From an optimization exercise on the open Yosys and OpenROAD flow, aimed at small area, a short achievable clock period and few clock cycles; shortcuts taken in it are not production practice. Function was checked by simulation only, so behaviour that the tests miss may differ from the original. Power figures rest on the tool's default switching activity, not on a simulated workload.

==> flow/design.v, too long to show whole: its modules and the start of the top module <==
// module mlp_layer_sequencer: 3505 lines
// module mlp_fa: 10 lines
// module mlp_fx: 12 lines
// module mlp_fy: 14 lines
// module mlp_x2: 3 lines
// module mlp_mj: 3 lines
// module mlp_nd: 3 lines
// module mlp_nr: 3 lines
// module mlp_mi: 3 lines
// module mlp_inv: 3 lines
// module mlp_ha: 9 lines
module mlp_layer_sequencer #(
    parameter int N_IN  = 784,
    parameter int N_OUT = 10,
    parameter int DW    = 32,
    parameter int FRAC  = 24,
    parameter int ACCW  = 74,
    parameter int RELU  = 1,
    localparam int c_iw = (N_IN > 1) ? $clog2(N_IN) : 1,
    localparam int c_ww = (N_IN * N_OUT > 1) ? $clog2(N_IN * N_OUT) : 1,
    localparam int c_ow = (N_OUT > 1) ? $clog2(N_OUT) : 1
) (
    input  logic            clk,
    input  logic            rst_n,
    input  logic            start,
    output logic            busy,
    output logic            done,
    output logic            sat,
    output logic            rd_en,
    output logic [c_iw-1:0] in_addr,
    output logic [c_ww-1:0] w_addr,
    output logic [c_ow-1:0] b_addr,
    input  logic [DW-1:0]   in_data,
    input  logic [DW-1:0]   w_data,
    input  logic [DW-1:0]   b_data,
    output logic            out_we,
    output logic [c_ow-1:0] out_addr,
    output logic [DW-1:0]   out_data
);
  // ...
==> flow/flow/run.sh <==
#!/bin/bash
# Layout flow: the standard ORFS flow, except that ports are buffered with
# plain buffers and the resizer may not use the delay cells.
set -euo pipefail
DLY="sky130_fd_sc_hd__clkdlybuf4s15_1 sky130_fd_sc_hd__clkdlybuf4s15_2 \
sky130_fd_sc_hd__clkdlybuf4s18_1 sky130_fd_sc_hd__clkdlybuf4s18_2 \
sky130_fd_sc_hd__clkdlybuf4s25_1 sky130_fd_sc_hd__clkdlybuf4s25_2 \
sky130_fd_sc_hd__clkdlybuf4s50_1 sky130_fd_sc_hd__clkdlybuf4s50_2 \
sky130_fd_sc_hd__dlygate4sd1_1 sky130_fd_sc_hd__dlygate4sd2_1 sky130_fd_sc_hd__dlygate4sd3_1 \
sky130_fd_sc_hd__dlymetal6s2s_1 sky130_fd_sc_hd__dlymetal6s4s_1 sky130_fd_sc_hd__dlymetal6s6s_1"
export DONT_USE_CELLS="$DLY"
export BUFFER_PORTS_ARGS="-buffer_cell sky130_fd_sc_hd__buf_2"
# Timing repair aims 7.6 ns below the clock period (the period itself is unchanged).
# Clock tree synthesis as in ORFS's cts.tcl, without dummy balancing loads and
# with larger sink clusters.
CTS="-sink_clustering_enable -repair_clock_nets -dont_use_dummy_load -sink_clustering_size 25 -sink_clustering_max_diameter 80"
bash standard.sh finish SETUP_SLACK_MARGIN=7.6 "CTS_ARGS=$CTS" > flow_make.log 2>&1
==> flow/standard.sh <==
#!/bin/bash
# synth_recipe.tcl (not shown) runs the flow's synth.tcl, then flattens the netlist and writes it again
# the make line also repeats each setting of config.mk as NAME=value (left out here)
make -C /OpenROAD-flow-scripts/flow DESIGN_CONFIG=/design/flow/config.mk WORK_HOME=/design/flow/orfs CLKGATE_MAP_FILE= SYNTH_SCRIPT=/design/flow/synth_recipe.tcl "${@:-finish}"
==> flow/config.mk <==
export PLATFORM = sky130hd
export DESIGN_NAME = mlp_layer_sequencer
export DESIGN_NICKNAME = mlp_layer_sequencer
export VERILOG_FILES = /design/flow/design.v
export SDC_FILE = /design/flow/constraint.sdc
export NUM_CORES = 4
export LEC_CHECK = 0
export CAP_MARGIN = 20
export CORE_MARGIN = 2
export CORE_UTILIZATION = 66
export SLEW_MARGIN = 20
export SYNTH_HIERARCHICAL = 1
==> flow/constraint.sdc <==
create_clock -name core_clock -period 11.0 [get_ports {clk}]
set_input_delay 2.2000 -clock core_clock [delete_from_list [all_inputs] [get_ports {clk}]]
set_output_delay 2.2000 -clock core_clock [all_outputs]
set_load 0.01 [all_outputs]
==> flow_summary_export.csv, run 1 <==
group,metric,value,unit
outcome,status,"no timing/DRC/antenna violations",
cts,holdBufCountCts,0,
cts,cts.sinks,543,
floorplan,die_h,249.4,microns
power,power.density,314.1,nW/um^2
cts,cts_tree,"yes",
global_route,use_met1,0.4420,
power,power_leakage,16.73,nW
route,route.vias.total,27224,
place,pre_cts_slack,7.355,ns
cts,clk_pin_slew,0.09,ns
power,switching_share,0.4332,
critical_path,r2r_cells,8,
cells_and_area,multi_input_area,26560,sq um
floorplan,io_pins,167,
cts,cts-resized-gates,13,
power,powerClk,1.19,mW
cells_and_area,utilization,0.6992,
cells_and_area,buf_share,0.02259,
cells_and_area,dominant_cells,"multi-input combinational cells",
yosys,yosys.cell_count.top_type,"dfxtp_1",
yosys,synth_flop_cell,"dfxtp_1",
timing,post-route-period-util,0.3081,
global_route,grt-ovfl-total,0,
global_route,grt_pass1_wl,162300,microns
timing,min_period,3.389,ns
route,wl_met2,49710,microns
yosys,async_reset_ff_frac,0,
cells_and_area,clock_buffers,34,
timing,finalSetupViolations,0,
route,top_layer,"met5",
power,seqPwrFrac,0.271,
Testbench counts, summed over its fixed seeds: cycles 188,320.
==> run 2, diff against run 1 <==
--- a/flow/design.v
+++ b/flow/design.v
@@ -122,34 +122,35 @@
         b31_r <= b_data[31];
         neg_r <= neg_d;
         one_r <= one_d;
         two_r <= two_d;
     end
     logic [33:0] pp_0, pp_1, pp_2, pp_3, pp_4, pp_5, pp_6, pp_7,
                  pp_8, pp_9, pp_10, pp_11, pp_12, pp_13, pp_14, pp_15;
     logic [33:0] pp [16];
-    logic [31:0] an_l, an_h;
+    logic [31:0] an [4];
     logic [15:0] onen [4], twon [4], negn [4];
     for (genvar g = 0; g < 32; g++) begin : g_ainv
-        mlp_inv u_l (.a(a_r[g]), .y(an_l[g]));
-        mlp_inv u_h (.a(a_r[g]), .y(an_h[g]));
+        for (genvar q = 0; q < 4; q++) begin : g_q
+            mlp_inv u_a (.a(a_r[g]), .y(an[q][g]));
+        end
     end
     for (genvar g = 0; g < 16; g++) begin : g_sinv
         for (genvar q = 0; q < 4; q++) begin : g_q
             mlp_inv u_o (.a(one_r[g]), .y(onen[q][g]));
             mlp_inv u_t (.a(two_r[g]), .y(twon[q][g]));
             mlp_inv u_n (.a(neg_r[g]), .y(negn[q][g]));
         end
     end
     always_comb begin
         for (int k = 0; k < 16; k++) begin
             logic [31:0] aa;
             logic [33:0] x1, x2;
-            aa = (k < 8) ? ~an_l : ~an_h;
+            aa = ~an[k / 4];
             x1 = {aa[31], aa[31], aa};
             x2 = {aa[31], aa, 1'b0};
             for (int i = 0; i < 34; i++)
                 pp[k][i] = ((x1[i] & ~onen[i / 9][k]) | (x2[i] & ~twon[i / 9][k])) ^ ~negn[i / 9][k];
         end
     end
     assign pp_0 = pp[0];   assign pp_1 = pp[1];   assign pp_2 = pp[2];   assign pp_3 = pp[3];
     assign pp_4 = pp[4];   assign pp_5 = pp[5];   assign pp_6 = pp[6];   assign pp_7 = pp[7];
==> flow/config.mk (replaced) <==
export PLATFORM = sky130hd
export DESIGN_NAME = mlp_layer_sequencer
export DESIGN_NICKNAME = mlp_layer_sequencer
export VERILOG_FILES = /design/flow/design.v
export SDC_FILE = /design/flow/constraint.sdc
export NUM_CORES = 4
export LEC_CHECK = 0
export CAP_MARGIN = 20
export CORE_MARGIN = 2
export CORE_UTILIZATION = 60
export SLEW_MARGIN = 20
export SYNTH_HIERARCHICAL = 1
==> run 2 against run 1 <==
  * Non-clock buffer count is 4 lower
  * Clock power hardly changed
  * Synthesized area is 0.57% higher
  * Largest power group unchanged
==> flow_summary_export.csv, run 2 <==
group,metric,value,unit
outcome,status,"no timing/DRC/antenna violations",
timing,drv_slew,0,
timing,worst_pin_slew,0.7946,ns
timing,fmax,0.2965,GHz
critical_path,worstSetupEndpointType,"output port",
cts,htreeDepth,2,
timing,relSlewSlack,0.4703,
cts,clk_latency,0.58,ns
critical_path,crit_buf_inv,1,
worst_hold_path,hp-class,"flop to flop",
cells_and_area,num_antenna_cells,0,
cells_and_area,fillers,5376,
route,routed_wirelength,105100,microns
floorplan,io_pins,167,
cells_and_area,seq_area,10900,sq um
floorplan,die_h,262.1,microns
yosys,syn_area_per_cell,10.52,sq um
yosys,synth.top_cell.area_share,0.2720,
global_route,grt_pass1_wl,161800,microns
yosys,ys_warn_count,13,
timing,finalSetupTns,0,ns
critical_path,crit_type,"flop to output port",
global_route,grt_max_degree,34,
cts,cts_made_buffers,34,
floorplan,die_area,68690,sq um
cells_and_area,multi_input_area,26580,sq um
timing,fin_skew,0.07907,ns
route,drtPass1Iterations,6,
power,power.density,308.2,nW/um^2
yosys,netlist_area,39970,sq um
place,pre_cts_slack,7.436,ns
route,first_iter_violations,2014,
cells_and_area,reg_top3,"r_c x74, r_s x74",
yosys,async_reset_ff_frac,0,
yosys,synth_flop_cell,"dfxtp_1",
cells_and_area,utilization,0.6335,
cells_and_area,drive_above_1_share,0.1008,
global_route,grt-ovfl-total,0,
place,io_buffers,165,
power,ir_worst_vdd,0.0002116,V
yosys,syn_inst,3801,
cells_and_area,area_growth,4.392,%
place,dp.cells,4514,
yosys,yosys.cell_types.count,58,
route,ant_nets,0,
route,drc,0,
timing,whs,0.4400,ns
critical_path,startpoint_type,"flop",
yosys,synth_seq_area_share,0.2720,
critical_path,cpLargestDelayFamily,"flip-flops",
timing,post-route-period-util,0.3066,
cts,cts.sinks,543,
floorplan,num_rows,94,
floorplan,core,65860,sq um
global_route,grt_pass1_vias,27893,
cts,clock-root-buffer,"clkbuf_16",
global_route,grt_antenna_before_repair,3,
cells_and_area,fin_nets,4524,
route,route.vias.total,26780,
timing,finalWorstSetupSlack,7.627,ns
yosys,yosysTopAreaCell,"dfxtp_1",
yosys,synth_fp_nets,4633,
place,dp_hpwl,87140,microns
cells_and_area,stdcell_count,4554,
cts,cts_tree,"yes",
yosys,yosys-top-cells-count,"543 x dfxtp_1, 541 x xnor2_1, 536 x fa_1",
power,power_leakage,17.06,nW
floorplan,dieWidth,262.1,microns
cts,clockBufferDepth,3,
critical_path,worstPathArrival,1.17,ns
timing,rsz0062_at_grt,"yes",
cts,clk_pin_slew,0.10,ns
timing,hold_violations,0,
yosys,synth.area.top_cells,"dfxtp_1 27%, fa_1 27%, xnor2_1 12%, o22ai_1 7.8%, ha_1 6.2%",
cells_and_area,layout_common_cells,"539 x xnor2_1, 536 x fa_1, 516 x dfxtp_1",
yosys,ys_ff_latch,543,
timing,min_period,3.373,ns
route,viasPerCell,5.881,
place,globalplace.congestion,0.9503,
flow_run,cap_viol_max_count,0,
critical_path,cp.required,8.80,ns
yosys,synth_edf_count,0,
critical_path,cp_slowest_cell,"dfxtp_1",
route,wire_per_inst,23.08,microns
cts,holdBufCountCts,0,
yosys,yosys.cell_count.top_type,"dfxtp_1",
critical_path,path_cells,"buf_2",
global_route,grt_use_total,0.3121,
critical_path,max_stage_delay,0.44,ns
critical_path,path_max_fanout,2,
cells_and_area,layout_commonest_cell,"xnor2_1",
floorplan,initial_core_util,0.6068,
timing,finalSetupViolations,0,
==> run 2: cell types whose count changed after synthesis, moves of 2 or more <==
cell	change
a21oi_1	+5
a21o_2	-2
a31oi_1	-2
o21ai_0	-11
a21boi_1	+2
clkbuf_1	+6
a21boi_0	-2
nand2_1	+2
o21ai_1	+10
inv_1	+62
a31o_2	-2
buf_1	-5
==> run 2: cell type report <==
cell class,count,share of cell area
multi-input cells,2562,0.6370
clock buffers,34,0.02039
inverters,377,0.03392
well taps,864,0.02591
repair buffers,174,0.02141
flip-flops and latches,543,0.2613
==> run 2: metrics by stage <==
stage	area [sq um]	power, mW
2_1_floorplan	39970	9.289
3_3_place_gp	40690	11.29
3_5_place_dp	40690	11.66
4_1_cts	41600	12.93
5_1_grt	41720	14.10
6_report	41720	12.86
==> run 2: per-layer routing <==
layer | vias up | part of all wire | wire, microns | track usage
met2 | 923 | 0.47 | 49540 | 0.5117
met4 | 0 | 0.039 | 4079 | 0.1110
met5 | - | 0 | 0 | 0
li1 | 12184 | - | - | -
met3 | 199 | 0.059 | 6238 | 0.04292
met1 | 13474 | 0.43 | 45250 | 0.4261
==> run 2: logic make-up (layout without fill, tap and decap cells) <==
family,Yosys count,in the layout,synth area share
multiplexers,64,64,0.01797
AND/OR/NAND/NOR,410,410,0.05425
XOR/XNOR,674,674,0.1477
AO/OA/AOI/OAI,632,632,0.09870
adder cells (fa/ha/maj),781,781,0.3437
buffers and inverters,696,585,0.06565
flip-flops,543,543,0.2720
other,1,1,0.00009382
==> run 2: final timing paths <==
check	start	depth (start not counted)	endpoint	slack [ns]
max reg2reg	neg_r[12]	7	ph1_r[42]	7.64
min reg2reg	last4	1	last5	0.44
min	last4	1	last5	0.44
max	r_out[17]	1	out_data[17]	7.63
==> run 2: power breakdown <==
part           switching (mW)  internal (mW)
sequential              0.605           2.97
combinational            4.28           3.81
clock                   0.641          0.551
total                    5.53           7.33
==> run 2: per-module statistics from Yosys, one instance, submodules excluded, a selection <==
module / cells inside / times used / flops+latches / area, sq um
mlp_layer_sequencer: 2713 / 1 / 543 / 25820
mlp_fa: 1 / 511 / 0 / 20.02
mlp_inv: 1 / 329 / 0 / 3.754
mlp_mj: 1 / 48 / 0 / 11.26
mlp_x2: 1 / 96 / 0 / 8.758
mlp_ha: 1 / 104 / 0 / 12.51
==> run 2: timing repair <==
action | CTS | global route
endpoints found under the setup margin | 26 | 41
pin swaps | 1 | 7
hold endpoints to repair | 0 | 0
setup buffers | 2 | 4
gates resized for setup | 16 | 31
Testbench counts of run 2, summed over its fixed seeds: cycles 188,320.

static timing again, ports no longer ideal:
Ports are ideal in the flow. The routed layouts listed here were re-timed in OpenROAD. Step 1 sets driving cells, clkbuf_16 on the clock port and buf_2 on the other inputs (assumed; they add their load-dependent delay and slew). Step 2, shift: input delay + t, output delay - t, t = (earliest + latest rising clock arrival at the registers) / 2. This alone moves slack from input paths to output paths. Slacks: ideal ports / drivers / drivers and shift; pairs: ideal ports / drivers.
| run | t, ns | slack for setup (ns) | worst hold slack (ns) | worst slew at a driven data input, ns |
|---|---|---|---|---|
| run 1 | 0.623 | 7.611 / 7.569 / 7.611 | 0.446 / 0.446 / 0.446 | 0.09 |
| run 2 | 0.612 | 7.627 / 7.559 / 7.640 | 0.440 / 0.440 / 0.440 | 0.06 |
After both steps every run listed still meets setup and hold.
